Source: an optimization exercise on an open RTL-to-GDS flow (aim: small area). Production flows keep margins and buffers that such runs may drop. Only simulation tests tie the RTL to the original design; equivalence was not proved. No activity file was given, so power comes from the tool's default toggle rates.

Design id_stage, start of the top module:
module id_stage (
    input  logic                   clk,
    input  logic                   rst,
    input  logic                   stall,
    input  logic                   clear,
    input  logic                   d_valid,
    input  id_stage_pkg::pc_t      d_pc,
    input  id_stage_pkg::word_t    d_insn,
    input  logic                   d_trap,
    input  id_stage_pkg::cause_t   d_cause,
    input  logic                   wb_we,
    input  id_stage_pkg::reg_idx_t wb_rd,
    input  id_stage_pkg::word_t    wb_wdata,
    input  logic                   fw_rs1_bt,
    input  id_stage_pkg::word_t    fw_val,
    output logic                   q_valid,
    output id_stage_pkg::pc_t      q_pc,
    output id_stage_pkg::word_t    q_insn,
    output logic                   q_use_rd,
    output id_stage_pkg::word_t    q_rs1_val,
    output id_stage_pkg::word_t    q_rs2_val,
    output logic                   q_branch,
    output logic                   q_branch_predict,
    output logic                   q_trap,
    output id_stage_pkg::cause_t   q_cause,
    output logic                   is_xret,
    output logic                   is_jump,
    output logic                   is_branch,
    output logic                   branch_predict,
    output id_stage_pkg::pc_t      branch_target,
    output logic                   use_rs1_bt
);
    logic insn_valid;
    logic                 r_valid;
    id_stage_pkg::pc_t    r_pc;
    id_stage_pkg::word_t  r_insn;
    logic                 r_trap;
    id_stage_pkg::cause_t r_cause;
    id_issue_ctrl u_issue_ctrl (
        .clk        (clk),
        .rst        (rst),
        .stall      (stall),
        .clear      (clear),
        .d_valid    (d_valid),
        .d_pc       (d_pc),
        .d_insn     (d_insn),
        .d_trap     (d_trap),
        .d_cause    (d_cause),
        .insn_valid (insn_valid),
        .r_valid    (r_valid),
        .r_pc       (r_pc),
        .r_insn     (r_insn),
        .r_trap     (r_trap),
        .r_cause    (r_cause),
        .q_valid    (q_valid),
        .q_trap     (q_trap),
        .q_cause    (q_cause)
    );
  ...
For scale: about 1100 flip-flops, ~320 I/O pins.
==> flow/config.mk <==
export PLATFORM = sky130hd
export DESIGN_NAME = id_stage
export DESIGN_NICKNAME = id_stage
export VERILOG_FILES = /design/flow/design.v
export SDC_FILE = /design/flow/constraint.sdc
export NUM_CORES = 4
export LEC_CHECK = 0
export CAP_MARGIN = 20
export CORE_MARGIN = 2
export CORE_UTILIZATION = 55
export SLEW_MARGIN = 20
export SYNTH_HIERARCHICAL = 1
==> flow/constraint.sdc <==
create_clock -name core_clock -period 8.0 [get_ports {clk}]
set_input_delay 1.6000 -clock core_clock [delete_from_list [all_inputs] [get_ports {clk}]]
set_output_delay 1.6000 -clock core_clock [all_outputs]
set_load 0.01 [all_outputs]
standard.sh (not shown) runs the stock make flow with config.mk's settings and CLKGATE_MAP_FILE= SYNTH_SCRIPT=/design/flow/synth_recipe.tcl, a recipe that flattens the netlist after the stock synthesis.
==> flow/flow/run.sh <==
#!/bin/bash
# The standard layout, with small port buffers and a clock tree of fewer,
# larger leaf clusters and no dummy loads.
set -euo pipefail
export BUFFER_PORTS_ARGS="-buffer_cell sky130_fd_sc_hd__buf_1"
export CTS_ARGS="-sink_clustering_enable -repair_clock_nets -dont_use_dummy_load -sink_clustering_size 15 -sink_clustering_max_diameter 60 -buf_list {sky130_fd_sc_hd__clkbuf_8}"
bash standard.sh > standard.log 2>&1
The starting point passed the timing, design-rule and antenna checks.
Change:
- CAP_MARGIN: 20 -> 8
- SLEW_MARGIN: 20 -> 8
Effect: Cell area came out lower by 0.37%; worst setup slack is worse by 0.037 ns; count of clock-buffer cells in the layout fell by 2.


AL:
Starting RTL as in the previous note.
clock: 8.0 ns
lec_check: 0
cap_margin: 8
core_margin: 2
core_utilization: 55
slew_margin: 8
synth_hierarchical: 1
==> flow/flow/run.sh <==
#!/bin/bash
# The standard layout, with small port buffers and a clock tree of fewer,
# larger leaf clusters and no dummy loads.
set -euo pipefail
export BUFFER_PORTS_ARGS="-buffer_cell sky130_fd_sc_hd__buf_1"
export CTS_ARGS="-sink_clustering_enable -repair_clock_nets -dont_use_dummy_load -sink_clustering_size 25 -sink_clustering_max_diameter 80 -buf_list {sky130_fd_sc_hd__clkbuf_8 sky130_fd_sc_hd__clkbuf_16}"
bash standard.sh > standard.log 2>&1
The inputs of MS differ from those of AL as listed below.
Settings: SLEW_MARGIN: 8 -> 20; CAP_MARGIN: 8 -> 20.
==> comparison <==
- Diff AL -> MS | number of antenna violations at the first check in global routing | increase of 1
- Part of the cycle the worst path needs across AL and MS: no real change.
- Looking at AL and MS, the final design instance area without fill is a wash.
- On detailed-route wire length per cell, AL and MS are basically level.
- MS vs. AL: non-clock buffer count went up by 0.43%; power saw little to no change; wire length of the first global-routing pass picked up an extra 0.34%; internal power comparable.
- Final count of negative-setup-slack endpoints essentially unchanged between MS and AL.

-- what the ideal ports hide --
The flow's constraints put no driver on any port. The routed layouts listed below were extracted and timed again, unchanged, in two steps.
Step 1 (the two cells are an assumption about what drives the block):
set clk [get_ports {clk}]
set_driving_cell -lib_cell sky130_fd_sc_hd__clkbuf_16 $clk
set_driving_cell -lib_cell sky130_fd_sc_hd__buf_2 [delete_from_list [all_inputs] $clk]
Step 2 times the ports against the registers' clock, not the clock port: input delays grow and output delays shrink by t, the midpoint of the rising clock arrivals with the driver on.
Slacks: no drivers / after step 1 / after step 2; pairs: no drivers / after step 1.
run | t, ns | setup WS [ns] | clock arrival spread, ns | worst register clock-pin slew, ns | cell pins on the clock port's net
the first run of note 1 | 0.797 | 0.190 / 0.125 / 0.923 | 0.072 / 0.073 | 0.10 / 0.10 | 1
the second run of note 1 | 0.786 | 0.153 / 0.081 / 0.867 | 0.098 / 0.098 | 0.10 / 0.10 | 1
AL | 0.711 | 0.144 / 0.075 / 0.786 | 0.054 / 0.054 | 0.10 / 0.10 | 1
MS | 0.704 | 0.144 / 0.074 / 0.778 | 0.049 / 0.049 | 0.10 / 0.10 | 1
After both steps every run listed still meets setup and hold.
